Source: an optimization exercise on an open RTL-to-GDS flow (aim: small area, a short achievable clock period and few clock cycles per item). Production flows keep margins and buffers that such runs may drop. The RTL was checked by simulation tests, not by an equivalence proof against the original design.

[flow/design.v]
package des_types_pkg;
	typedef logic [64-1:0]  block_t;
	typedef logic [32-1:0]   half_t;
	typedef logic [28-1:0]     cd_t;
	typedef logic [48-1:0] subkey_t;
	typedef logic [4-1:0]  round_t;
	typedef union packed {
		logic [5:0] raw;
		struct packed {
			logic       row_hi;
			logic [3:0] column;
			logic       row_lo;
		} fields;
	} sbox_in_u;
endpackage
package des_tables_pkg;
	localparam logic [64*8-1:0] IP_TAB = {
		8'd6, 8'd14, 8'd22, 8'd30, 8'd38, 8'd46, 8'd54, 8'd62, 8'd4, 8'd12, 8'd20, 8'd28, 8'd36, 8'd44, 8'd52, 8'd60,
		8'd2, 8'd10, 8'd18, 8'd26, 8'd34, 8'd42, 8'd50, 8'd58, 8'd0, 8'd8, 8'd16, 8'd24, 8'd32, 8'd40, 8'd48, 8'd56,
		8'd7, 8'd15, 8'd23, 8'd31, 8'd39, 8'd47, 8'd55, 8'd63, 8'd5, 8'd13, 8'd21, 8'd29, 8'd37, 8'd45, 8'd53, 8'd61,
		8'd3, 8'd11, 8'd19, 8'd27, 8'd35, 8'd43, 8'd51, 8'd59, 8'd1, 8'd9, 8'd17, 8'd25, 8'd33, 8'd41, 8'd49, 8'd57
	};
	function automatic integer ip_tab(input integer i);
		ip_tab = {24'd0, IP_TAB[8*(64-1-i) +: 8]};
	endfunction
	localparam logic [64*8-1:0] FP_TAB = {
		8'd24, 8'd56, 8'd16, 8'd48, 8'd8, 8'd40, 8'd0, 8'd32, 8'd25, 8'd57, 8'd17, 8'd49, 8'd9, 8'd41, 8'd1, 8'd33,
		8'd26, 8'd58, 8'd18, 8'd50, 8'd10, 8'd42, 8'd2, 8'd34, 8'd27, 8'd59, 8'd19, 8'd51, 8'd11, 8'd43, 8'd3, 8'd35,
		8'd28, 8'd60, 8'd20, 8'd52, 8'd12, 8'd44, 8'd4, 8'd36, 8'd29, 8'd61, 8'd21, 8'd53, 8'd13, 8'd45, 8'd5, 8'd37,
		8'd30, 8'd62, 8'd22, 8'd54, 8'd14, 8'd46, 8'd6, 8'd38, 8'd31, 8'd63, 8'd23, 8'd55, 8'd15, 8'd47, 8'd7, 8'd39
	};
	function automatic integer fp_tab(input integer i);
		fp_tab = {24'd0, FP_TAB[8*(64-1-i) +: 8]};
	endfunction
	localparam logic [48*8-1:0] E_TAB = {
		8'd0, 8'd31, 8'd30, 8'd29, 8'd28, 8'd27, 8'd28, 8'd27, 8'd26, 8'd25, 8'd24, 8'd23, 8'd24, 8'd23, 8'd22, 8'd21,
		8'd20, 8'd19, 8'd20, 8'd19, 8'd18, 8'd17, 8'd16, 8'd15, 8'd16, 8'd15, 8'd14, 8'd13, 8'd12, 8'd11, 8'd12, 8'd11,
		8'd10, 8'd9, 8'd8, 8'd7, 8'd8, 8'd7, 8'd6, 8'd5, 8'd4, 8'd3, 8'd4, 8'd3, 8'd2, 8'd1, 8'd0, 8'd31
	};
	function automatic integer e_tab(input integer i);
		e_tab = {24'd0, E_TAB[8*(48-1-i) +: 8]};
	endfunction
	localparam logic [32*8-1:0] P_TAB = {
		8'd16, 8'd25, 8'd12, 8'd11, 8'd3, 8'd20, 8'd4, 8'd15, 8'd31, 8'd17, 8'd9, 8'd6, 8'd27, 8'd14, 8'd1, 8'd22,
		8'd30, 8'd24, 8'd8, 8'd18, 8'd0, 8'd5, 8'd29, 8'd23, 8'd13, 8'd19, 8'd2, 8'd26, 8'd10, 8'd21, 8'd28, 8'd7
	};
	function automatic integer p_tab(input integer i);
		p_tab = {24'd0, P_TAB[8*(32-1-i) +: 8]};
	endfunction
	localparam logic [56*8-1:0] PC1_TAB = {
		8'd7, 8'd15, 8'd23, 8'd31, 8'd39, 8'd47, 8'd55, 8'd63, 8'd6, 8'd14, 8'd22, 8'd30, 8'd38, 8'd46, 8'd54, 8'd62,
		8'd5, 8'd13, 8'd21, 8'd29, 8'd37, 8'd45, 8'd53, 8'd61, 8'd4, 8'd12, 8'd20, 8'd28, 8'd1, 8'd9, 8'd17, 8'd25,
		8'd33, 8'd41, 8'd49, 8'd57, 8'd2, 8'd10, 8'd18, 8'd26, 8'd34, 8'd42, 8'd50, 8'd58, 8'd3, 8'd11, 8'd19, 8'd27,
		8'd35, 8'd43, 8'd51, 8'd59, 8'd36, 8'd44, 8'd52, 8'd60
	};
	function automatic integer pc1_tab(input integer i);
		pc1_tab = {24'd0, PC1_TAB[8*(56-1-i) +: 8]};
	endfunction
	localparam logic [48*8-1:0] PC2_TAB = {
		8'd42, 8'd39, 8'd45, 8'd32, 8'd55, 8'd51, 8'd53, 8'd28, 8'd41, 8'd50, 8'd35, 8'd46, 8'd33, 8'd37, 8'd44, 8'd52,
		8'd30, 8'd48, 8'd40, 8'd49, 8'd29, 8'd36, 8'd43, 8'd54, 8'd15, 8'd4, 8'd25, 8'd19, 8'd9, 8'd1, 8'd26, 8'd16,
		8'd5, 8'd11, 8'd23, 8'd8, 8'd12, 8'd7, 8'd17, 8'd0, 8'd22, 8'd3, 8'd10, 8'd14, 8'd6, 8'd20, 8'd27, 8'd24
	};
	function automatic integer pc2_tab(input integer i);
		pc2_tab = {24'd0, PC2_TAB[8*(48-1-i) +: 8]};
	endfunction
	localparam logic [15:0] SHIFT_TWO = 16'b0111111011111100;
	function automatic logic shift_two(input logic [3:0] i);
		shift_two = SHIFT_TWO[i];
	endfunction
	localparam logic [512*4-1:0] SBOX_TAB = {
		4'd11, 4'd6, 4'd5, 4'd3, 4'd0, 4'd9, 4'd12, 4'd15, 4'd13, 4'd8, 4'd10, 4'd4, 4'd7, 4'd14, 4'd1, 4'd2,
		4'd8, 4'd5, 4'd3, 4'd15, 4'd13, 4'd10, 4'd6, 4'd0, 4'd2, 4'd14, 4'd12, 4'd9, 4'd1, 4'd4, 4'd11, 4'd7,
		4'd2, 4'd9, 4'd14, 4'd0, 4'd11, 4'd6, 4'd5, 4'd12, 4'd4, 4'd7, 4'd3, 4'd10, 4'd8, 4'd13, 4'd15, 4'd1,
		4'd7, 4'd12, 4'd0, 4'd5, 4'd14, 4'd3, 4'd9, 4'd10, 4'd1, 4'd11, 4'd15, 4'd6, 4'd4, 4'd8, 4'd2, 4'd13,
		4'd12, 4'd3, 4'd2, 4'd14, 4'd15, 4'd0, 4'd5, 4'd9, 4'd7, 4'd10, 4'd4, 4'd1, 4'd8, 4'd13, 4'd11, 4'd6,
		4'd2, 4'd9, 4'd5, 4'd0, 4'd8, 4'd6, 4'd15, 4'd10, 4'd14, 4'd7, 4'd3, 4'd12, 4'd13, 4'd11, 4'd4, 4'd1,
		4'd6, 4'd8, 4'd15, 4'd2, 4'd12, 4'd5, 4'd3, 4'd14, 4'd10, 4'd1, 4'd9, 4'd4, 4'd7, 4'd11, 4'd0, 4'd13,
		4'd1, 4'd6, 4'd10, 4'd5, 4'd7, 4'd9, 4'd12, 4'd3, 4'd13, 4'd8, 4'd0, 4'd15, 4'd14, 4'd2, 4'd11, 4'd4,
		4'd13, 4'd8, 4'd0, 4'd6, 4'd7, 4'd1, 4'd14, 4'd11, 4'd10, 4'd15, 4'd5, 4'd9, 4'd12, 4'd2, 4'd3, 4'd4,
		4'd6, 4'd11, 4'd13, 4'd1, 4'd10, 4'd4, 4'd0, 4'd7, 4'd3, 4'd12, 4'd8, 4'd2, 4'd5, 4'd15, 4'd14, 4'd9,
		4'd8, 4'd3, 4'd11, 4'd0, 4'd14, 4'd13, 4'd1, 4'd6, 4'd5, 4'd9, 4'd12, 4'd7, 4'd2, 4'd4, 4'd15, 4'd10,
		4'd11, 4'd5, 4'd7, 4'd14, 4'd4, 4'd3, 4'd13, 4'd0, 4'd8, 4'd6, 4'd2, 4'd9, 4'd15, 4'd10, 4'd1, 4'd12,
		4'd3, 4'd5, 4'd4, 4'd10, 4'd9, 4'd0, 4'd15, 4'd6, 4'd13, 4'd2, 4'd14, 4'd1, 4'd7, 4'd12, 4'd8, 4'd11,
		4'd14, 4'd0, 4'd3, 4'd6, 4'd5, 4'd12, 4'd9, 4'd15, 4'd8, 4'd7, 4'd13, 4'd10, 4'd11, 4'd1, 4'd2, 4'd4,
		4'd6, 4'd8, 4'd9, 4'd3, 4'd10, 4'd15, 4'd0, 4'd5, 4'd1, 4'd13, 4'd7, 4'd4, 4'd12, 4'd2, 4'd11, 4'd14,
		4'd9, 4'd14, 4'd0, 4'd13, 4'd15, 4'd3, 4'd5, 4'd8, 4'd6, 4'd11, 4'd10, 4'd7, 4'd1, 4'd4, 4'd12, 4'd2,
		4'd14, 4'd2, 4'd7, 4'd12, 4'd11, 4'd5, 4'd4, 4'd9, 4'd8, 4'd13, 4'd1, 4'd10, 4'd6, 4'd0, 4'd15, 4'd3,
		4'd4, 4'd8, 4'd2, 4'd5, 4'd14, 4'd3, 4'd1, 4'd15, 4'd13, 4'd7, 4'd11, 4'd12, 4'd0, 4'd9, 4'd6, 4'd10,
		4'd9, 4'd14, 4'd10, 4'd1, 4'd12, 4'd2, 4'd7, 4'd4, 4'd3, 4'd0, 4'd15, 4'd6, 4'd5, 4'd11, 4'd8, 4'd13,
		4'd15, 4'd4, 4'd12, 4'd11, 4'd5, 4'd8, 4'd2, 4'd1, 4'd10, 4'd9, 4'd6, 4'd0, 4'd3, 4'd14, 4'd13, 4'd7,
		4'd12, 4'd2, 4'd5, 4'd11, 4'd3, 4'd14, 4'd15, 4'd4, 4'd7, 4'd8, 4'd9, 4'd6, 4'd0, 4'd13, 4'd10, 4'd1,
		4'd7, 4'd14, 4'd10, 4'd5, 4'd12, 4'd2, 4'd1, 4'd11, 4'd0, 4'd3, 4'd15, 4'd8, 4'd9, 4'd4, 4'd6, 4'd13,
		4'd1, 4'd15, 4'd11, 4'd12, 4'd14, 4'd5, 4'd8, 4'd2, 4'd10, 4'd6, 4'd4, 4'd3, 4'd9, 4'd0, 4'd7, 4'd13,
		4'd8, 4'd2, 4'd4, 4'd11, 4'd7, 4'd12, 4'd13, 4'd1, 4'd5, 4'd15, 4'd3, 4'd6, 4'd14, 4'd9, 4'd0, 4'd10,
		4'd9, 4'd14, 4'd5, 4'd0, 4'd12, 4'd7, 4'd6, 4'd11, 4'd2, 4'd4, 4'd15, 4'd3, 4'd1, 4'd10, 4'd8, 4'd13,
		4'd15, 4'd2, 4'd3, 4'd9, 4'd6, 4'd12, 4'd8, 4'd5, 4'd1, 4'd13, 4'd4, 4'd10, 4'd11, 4'd7, 4'd14, 4'd0,
		4'd5, 4'd11, 4'd9, 4'd6, 4'd10, 4'd1, 4'd0, 4'd12, 4'd14, 4'd8, 4'd2, 4'd15, 4'd7, 4'd4, 4'd13, 4'd3,
		4'd10, 4'd5, 4'd0, 4'd12, 4'd13, 4'd2, 4'd7, 4'd9, 4'd4, 4'd3, 4'd11, 4'd6, 4'd14, 4'd8, 4'd1, 4'd15,
		4'd13, 4'd6, 4'd0, 4'd10, 4'd14, 4'd3, 4'd11, 4'd5, 4'd7, 4'd1, 4'd9, 4'd4, 4'd2, 4'd8, 4'd12, 4'd15,
		4'd0, 4'd5, 4'd10, 4'd3, 4'd7, 4'd9, 4'd12, 4'd15, 4'd11, 4'd2, 4'd6, 4'd13, 4'd8, 4'd14, 4'd1, 4'd4,
		4'd8, 4'd3, 4'd5, 4'd9, 4'd11, 4'd12, 4'd6, 4'd10, 4'd1, 4'd13, 4'd2, 4'd14, 4'd4, 4'd7, 4'd15, 4'd0,
		4'd7, 4'd0, 4'd9, 4'd5, 4'd12, 4'd6, 4'd10, 4'd3, 4'd8, 4'd11, 4'd15, 4'd2, 4'd1, 4'd13, 4'd4, 4'd14
	};
	function automatic logic [3:0] sbox_tab(input logic [2:0] box, input logic [1:0] row, input logic [3:0] column);
		sbox_tab = 4'(SBOX_TAB >> {box, row, column, 2'b00});
	endfunction
endpackage
`timescale 1ns/1ps
module des_input_stage (
	input  logic                      clk,
	input  logic                      rst_n,
	input  logic                      start,
	input  logic                      encipher_en,
	input  des_types_pkg::block_t     data,
	input  logic [64-1:0]     key,
	output des_types_pkg::half_t      l0,
	output des_types_pkg::half_t      r0,
	output des_types_pkg::cd_t        c0,
	output des_types_pkg::cd_t        d0,
	output logic                      decrypt
);
	des_types_pkg::block_t     data_q;
	logic [64-1:0]     key_q;
	des_types_pkg::block_t     ip_out;
	logic [2*28-1:0]    pc1_out;
	always_ff @(posedge clk) begin
		if (start) begin
			data_q <= data;
			key_q  <= key;
		end
	end
	always_ff @(posedge clk or negedge rst_n) begin
		if (!rst_n)
			decrypt <= 1'b0;
		else if (start)
			decrypt <= ~encipher_en;
	end
	always_comb begin
		for (int i = 0; i < 64; i++)
			ip_out[64-1-i] = data_q[des_tables_pkg::ip_tab(i)];
		for (int i = 0; i < 2*28; i++)
			pc1_out[2*28-1-i] = key_q[des_tables_pkg::pc1_tab(i)];
	end
	assign l0 = ip_out[64-1:32];
	assign r0 = ip_out[32-1:0];
	assign c0 = pc1_out[2*28-1:28];
	assign d0 = pc1_out[28-1:0];
endmodule
`timescale 1ns/1ps
module des_control (
	input  logic                    clk,
	input  logic                    rst_n,
	input  logic                    encipher_en,
	input  logic                    decipher_en,
	output logic                    start,
	output logic                    active,
	output des_types_pkg::round_t   round,
	output logic                    rounds_done,
	output logic                    ready
);
	logic busy;
	logic last_round;
	assign ready = ~busy;
	assign start = ready & (encipher_en | decipher_en);
	assign last_round = active &
		(round == des_types_pkg::round_t'(16 - 1));
	always_ff @(posedge clk or negedge rst_n) begin
		if (!rst_n) begin
			busy        <= 1'b0;
			active      <= 1'b0;
			round       <= '0;
			rounds_done <= 1'b0;
		end else begin
			rounds_done <= last_round;
			if (start) begin
				busy   <= 1'b1;
				active <= 1'b1;
				round  <= '0;
			end else begin
				if (active)
					round <= round + 1'b1;
				if (last_round)
					active <= 1'b0;
				if (rounds_done)
					busy <= 1'b0;
			end
		end
	end
endmodule
`timescale 1ns/1ps
module des_key_schedule (
	input  logic                    clk,
	input  logic                    rst_n,
	input  logic                    active,
	input  des_types_pkg::round_t   round,
	input  logic                    decrypt,
	input  des_types_pkg::cd_t      c0,
	input  des_types_pkg::cd_t      d0,
	output des_types_pkg::subkey_t  subkey
);
	des_types_pkg::cd_t     c_q, d_q;
	des_types_pkg::cd_t     src_c, src_d;
	des_types_pkg::cd_t     used_c, used_d;
	des_types_pkg::cd_t     next_c, next_d;
	des_types_pkg::round_t  back_idx;
	logic [2*28-1:0] cd_used;
	function automatic des_types_pkg::cd_t rot_left(input des_types_pkg::cd_t x, input logic two);
		rot_left = two ? {x[28-3:0], x[28-1:28-2]}
		               : {x[28-2:0], x[28-1]};
	endfunction
	function automatic des_types_pkg::cd_t rot_right(input des_types_pkg::cd_t x, input logic two);
		rot_right = two ? {x[1:0], x[28-1:2]}
		                : {x[0], x[28-1:1]};
	endfunction
	assign back_idx = ~round;
	always_comb begin
		src_c = (round == '0) ? c0 : c_q;
		src_d = (round == '0) ? d0 : d_q;
		if (decrypt) begin
			used_c = src_c;
			used_d = src_d;
			next_c = rot_right(src_c, des_tables_pkg::shift_two(back_idx));
			next_d = rot_right(src_d, des_tables_pkg::shift_two(back_idx));
		end else begin
			used_c = rot_left(src_c, des_tables_pkg::shift_two(round));
			used_d = rot_left(src_d, des_tables_pkg::shift_two(round));
			next_c = used_c;
			next_d = used_d;
		end
		cd_used = {used_c, used_d};
		for (int i = 0; i < 48; i++)
			subkey[48-1-i] = cd_used[des_tables_pkg::pc2_tab(i)];
	end
	always_ff @(posedge clk or negedge rst_n) begin
		if (!rst_n) begin
			c_q <= '0;
			d_q <= '0;
		end else if (active) begin
			c_q <= next_c;
			d_q <= next_d;
		end
	end
endmodule
`timescale 1ns/1ps
module des_round (
	input  logic                    clk,
	input  logic                    rst_n,
	input  logic                    active,
	input  des_types_pkg::round_t   round,
	input  des_types_pkg::half_t    l0,
	input  des_types_pkg::half_t    r0,
	input  des_types_pkg::subkey_t  subkey,
	output des_types_pkg::half_t    l16,
	output des_types_pkg::half_t    r16
);
	des_types_pkg::half_t     l_q, r_q;
	des_types_pkg::half_t     l_src, r_src;
	des_types_pkg::subkey_t   r_exp;
	des_types_pkg::subkey_t   mixed;
	des_types_pkg::sbox_in_u  sb_in;
	des_types_pkg::half_t     s_out;
	des_types_pkg::half_t     f_val;
	assign l_src = (round == '0) ? l0 : l_q;
	assign r_src = (round == '0) ? r0 : r_q;
	always_comb begin
		for (int i = 0; i < 48; i++)
			r_exp[48-1-i] = r_src[des_tables_pkg::e_tab(i)];
		mixed = r_exp ^ subkey;
		for (int b = 0; b < 8; b++) begin
			sb_in.raw = mixed[48-1-6*b -: 6];
			s_out[32-1-4*b -: 4] = des_tables_pkg::sbox_tab(3'(b),
				{sb_in.fields.row_hi, sb_in.fields.row_lo},
				sb_in.fields.column);
		end
		for (int i = 0; i < 32; i++)
			f_val[32-1-i] = s_out[des_tables_pkg::p_tab(i)];
	end
	always_ff @(posedge clk or negedge rst_n) begin
		if (!rst_n) begin
			l_q <= '0;
			r_q <= '0;
		end else if (active) begin
			l_q <= r_src;
			r_q <= l_src ^ f_val;
		end
	end
	assign l16 = l_q;
	assign r16 = r_q;
endmodule
`timescale 1ns/1ps
module des_output_stage (
	input  logic                  clk,
	input  logic                  rst_n,
	input  logic                  rounds_done,
	input  des_types_pkg::half_t  l16,
	input  des_types_pkg::half_t  r16,
	output des_types_pkg::block_t result,
	output logic                  done
);
	des_types_pkg::block_t pre_out;
	des_types_pkg::block_t fp_out;
	assign pre_out = {r16, l16};
	always_comb begin
		for (int i = 0; i < 64; i++)
			fp_out[64-1-i] = pre_out[des_tables_pkg::fp_tab(i)];
	end
	always_ff @(posedge clk or negedge rst_n) begin
		if (!rst_n) begin
			result <= '0;
			done   <= 1'b0;
		end else begin
			done <= rounds_done;
			if (rounds_done)
				result <= fp_out;
		end
	end
endmodule
`timescale 1ns/1ps
module des_core (
	input  logic                   clk,
	input  logic                   rst_n,
	input  logic                   encipher_en,
	input  logic                   decipher_en,
	input  des_types_pkg::block_t  data,
	input  logic [64-1:0]  key,
	output des_types_pkg::block_t  result,
	output logic                   ready,
	output logic                   done
);
	logic                    start;
	logic                    active;
	logic                    rounds_done;
	logic                    decrypt;
	des_types_pkg::round_t   round;
	des_types_pkg::half_t    l0, r0;
	des_types_pkg::half_t    l16, r16;
	des_types_pkg::cd_t      c0, d0;
	des_types_pkg::subkey_t  subkey;
	des_input_stage u_input (
		.clk         (clk),
		.rst_n       (rst_n),
		.start       (start),
		.encipher_en (encipher_en),
		.data        (data),
		.key         (key),
		.l0          (l0),
		.r0          (r0),
		.c0          (c0),
		.d0          (d0),
		.decrypt     (decrypt)
	);
	des_control u_control (
		.clk         (clk),
		.rst_n       (rst_n),
		.encipher_en (encipher_en),
		.decipher_en (decipher_en),
		.start       (start),
		.active      (active),
		.round       (round),
		.rounds_done (rounds_done),
		.ready       (ready)
	);
	des_key_schedule u_key_schedule (
		.clk     (clk),
		.rst_n   (rst_n),
		.active  (active),
		.round   (round),
		.decrypt (decrypt),
		.c0      (c0),
		.d0      (d0),
		.subkey  (subkey)
	);
	des_round u_round (
		.clk    (clk),
		.rst_n  (rst_n),
		.active (active),
		.round  (round),
		.l0     (l0),
		.r0     (r0),
		.subkey (subkey),
		.l16    (l16),
		.r16    (r16)
	);
	des_output_stage u_output (
		.clk         (clk),
		.rst_n       (rst_n),
		.rounds_done (rounds_done),
		.l16         (l16),
		.r16         (r16),
		.result      (result),
		.done        (done)
	);
endmodule
[flow/run.sh]
#!/bin/bash
# synth_recipe.tcl (not shown) runs the flow's synth.tcl, then flattens the netlist and writes it again
# the make line also repeats each setting of config.mk as NAME=value (left out here)
make -C /OpenROAD-flow-scripts/flow DESIGN_CONFIG=/design/flow/config.mk WORK_HOME=/design/flow/orfs CLKGATE_MAP_FILE= SYNTH_SCRIPT=/design/flow/synth_recipe.tcl finish
[flow/config.mk]
export PLATFORM = sky130hd
export DESIGN_NAME = des_core
export DESIGN_NICKNAME = des_core
export VERILOG_FILES = /design/flow/design.v
export SDC_FILE = /design/flow/constraint.sdc
export NUM_CORES = 4
export LEC_CHECK = 0
export CAP_MARGIN = 20
export CORE_MARGIN = 2
export CORE_UTILIZATION = 45
export PLACE_DENSITY = 0.6
export SLEW_MARGIN = 20
[flow/constraint.sdc]
create_clock -name core_clock -period 8.0 [get_ports {clk}]
set_input_delay 1.6000 -clock core_clock [delete_from_list [all_inputs] [get_ports {clk}]]
set_output_delay 1.6000 -clock core_clock [all_outputs]
set_load 0.01 [all_outputs]
==> results.yml <==
die:
  die_area_um2: 50500
  ios: 198
  fp.dieW_um: 225
  initial_core_util_pct: 45.7
  rows: 80
  fp.dieH_um: 225
  core_um2: 47900
cts:
  cts-htree-levels: 2
  clockBufferDepth: 3
  cts-buffers-inserted: 38
  clkTransAtPathRegs_ns: 0.06
  cts_setup_buffers: 0
  clock-sinks: 313
  clock_latency_ns: 0.56
  cts-root-buf: "clkbuf_16"
  postCtsHoldBufs: 0
  cts_resized: 0
  cts_tree: "yes"
drt:
  ant_nets: 0
  drt-total-wl_um: 73500
  vias: 19500
  wl_per_cell_um: 23.8
  via_per_inst: 6.32
  drtIter0Drc: 1987
  dr.pass1.iters: 6
  drc_errors: 0
outcome:
  status: "complete, no violations"
worst_setup_path:
  worst_path_max_delay_cell: "or3b_4"
  critPathCaptureType: "flip-flop"
  cp.arrival_ns: 6.29
  cp_max_fo: 35
  max_stage_delay_ns: 0.82
  worstPathCellList: "inv_1 > ha_1 > or3b_4 > buf_4 > mux2i_1 > a22oi_1 > and3b_1 > nor2_2 > ha_1 > inv_1 > and4_1 > or4_1 > o221ai_2 > o2bb2ai_1 > a221oi_1 > xnor2_1 > a21oi_1"
  critical_path_class: "reg -> reg"
  worst_setup_path_start_kind: "flip-flop"
  cp.required_ns: 8.41
sta:
  worst_pin_slew_ns: 1.10
  setup_viol: 0
  fin_tns_setup_ns: 0
  slew_violations: 0
  timing.fmax_ghz: 0.170
  final-hold-violation-count: 0
  period_needed_ns: 5.88
  finalCritPeriodShare_pct: 73.5
  rsz0062_at_grt: "false"
  slew_headroom_pct: 26.4
  setup_ws_ns: 2.12
  clock_skew_ns: 0.0290
yosys:
  syn-num-nets: 2505
  post-synth-top-area-cell: "dfrtp_1"
  synth_area_um2: 21900
  synth_edf_count: 120
  ys_warn_count: 5
  ys_top_cells_by_area: "dfrtp_1 22%, edfxtp_1 16%, mux2i_1 6.7%"
  ys.flop_type: "dfrtp_1"
  syn_area_per_cell_um2: 9.50
  seq_area_frac_synth_pct: 38.5
  synthArstFlopShare_pct: 61.7
  synth_top_area_share_pct: 22.0
  yosys_register_bits: 313
  syn-instance-count: 2309
  ys_types: 113
worst_hold_path:
  hp-class: "reg -> reg"
global_route:
  antenna_found_initial: 2
  grt_pass1_vias: 18800
  grt_max_degree: 170
  track_usage_pct: 28.8
  grt_pass1_wl_um: 112000
  overflow: 0
place:
  place_inst: 3010
  io_buffers: 189
  place.gp.congestion: 0.962
  pre_cts_ws_ns: 2.24
  dpl.hpwl_um: 52300
final_layout:
  fillers: 4308
  drive_gt1_share_pct: 12.3
  fin_nets: 2631
  final_cell_mix: "239 x nand2_1, 200 x nor2_1, 190 x dfrtp_1"
  finalNonFillerCells: 3082
  final_common_cell: "nand2_1"
  area_growth_pct: 16.7
run:
  cap_violations: 0
-- Yosys cell counts (all sizes together), types with 7 or more instances --
library cell and instances:
o21ai 89, a21o 22, or3 13, dfrtp 193, a211oi 53, a31oi 41, a311oi 15, o22ai 16
a21oi 171, mux2i 155, nand3 99, buf 64, edfxtp 120, o221ai 11, o31a 8, nand2 240
a2111oi 15, nor2 210, ha 64, a22oi 20, o311ai 11, mux4 21, nand4 14, and2 16
a221oi 12, o211ai 55, and3 36, nor3 39, o211a 12, clkbuf 91, xor2 21, inv 53
o31ai 16, or2 10, nor4 16, xnor2 49, mux2 95, o2111ai 7
-- layout make-up --
type                       count  area (um^2)  area share (%)
sequential                   313         8440            33.0
tap                          615          769            3.01
antenna                        3         7.51          0.0293
timing repair buffer         241         2300            8.98
multi-input combinational   1786        12600            49.3
clock buffer                  52         1040            4.08
inverter                      55          206           0.807
clock inverter                17          196           0.768
-- stage by stage --
stage	hold WS (ns)	utilization [%]	area, um^2
after CTS	0.508	53.4	25600
after detailed placement	0.495	50.8	24300
final	0.504	53.4	25600
after floorplan	0.370	-	21900
after global routing	0.518	53.4	25600
after global placement	0.488	50.8	24300
-- routing by layer --
metal / GRT usage, % / routed length [um]
met2: 46.1 / 34000
met1: 38.4 / 31000
met3: 4.44 / 4940
met4: 13.4 / 3550
met5: 0 / 0
-- critical path, delay by kind of cell, from the launching register on --
| kind | cells | cell delay (ns) |
|---|---|---|
| adder cells (fa/ha/maj) | 2 | 0.70 |
| buffers and inverters | 3 | 0.70 |
| AND/OR/NAND/NOR | 5 | 2.22 |
| AO/OA/AOI/OAI | 5 | 0.81 |
| flip-flops | 1 | 0.53 |
| multiplexers | 1 | 0.57 |
| XOR/XNOR | 1 | 0.18 |
-- registers in the layout, summed over array words and instances, names as in the netlist, 4 cells and up --
name / count
u_control.round: 4
u_input.data_q: 64
u_input.key_q: 56
u_key_schedule.c_q: 28
u_key_schedule.d_q: 28
u_output.result: 64
u_round.l_q: 32
u_round.r_q: 32
-- worst paths after layout --
check                                    start                   to  slack [ns]  depth (start not counted)
hold / removal             u_output.result[34]  u_output.result[34]        0.50                          1
min in group asynchronous                rst_n      u_round.r_q[29]        1.07                          1
max in group asynchronous                rst_n      u_input.decrypt        5.62                          2
setup / recovery            u_control.round[1]      u_round.r_q[21]        2.12                         17
setup reg to reg            u_control.round[1]      u_round.r_q[21]        2.12                         17
hold reg to reg            u_output.result[34]  u_output.result[34]        0.50                          1
-- cell families (layout without fill, tap and decap cells) --
logic type / after synthesis / count (layout) / synth area share, %
buf+inv: 210 / 365 / 4.23
mux: 271 / 271 / 14.5
flops: 313 / 313 / 38.5
simple gates: 726 / 726 / 15.4
compound gates: 650 / 650 / 20.6
other cells: 0 / 3 / 0
fa+ha+maj: 66 / 66 / 3.74
xor+xnor: 73 / 73 / 3.10
Testbench counts, summed over its fixed seeds: cycles 28,808, items 1,600.

-- static timing again, ports no longer ideal --
In the flow no input, the clock included, has a driving cell. The finished layout below was timed again as built, in two steps.
Step 1 (the two cells are an assumption about what drives the block):
set clk [get_ports {clk}]
set_driving_cell -lib_cell sky130_fd_sc_hd__clkbuf_16 $clk
set_driving_cell -lib_cell sky130_fd_sc_hd__buf_2 [delete_from_list [all_inputs] $clk]
Step 2 moves the port delays by t, midway between the first and last clock arrival at a register: inputs arrive t later, outputs are due t later. That takes back most of the time a late clock gives input paths.
Three values: ideal ports, drivers, drivers and shift; two values: the first two.
t (ns): 0.609
slack for setup (ns): 2.121 / 2.121 / 2.121
hold slack, ns: 0.504 / 0.504 / 0.504
pins driven straight from the clock port: 1
After both steps setup and hold are still met in this run. For this run, drivers alone change the setup slack by 0.000 ns; drivers and shift together by 0.000 ns.
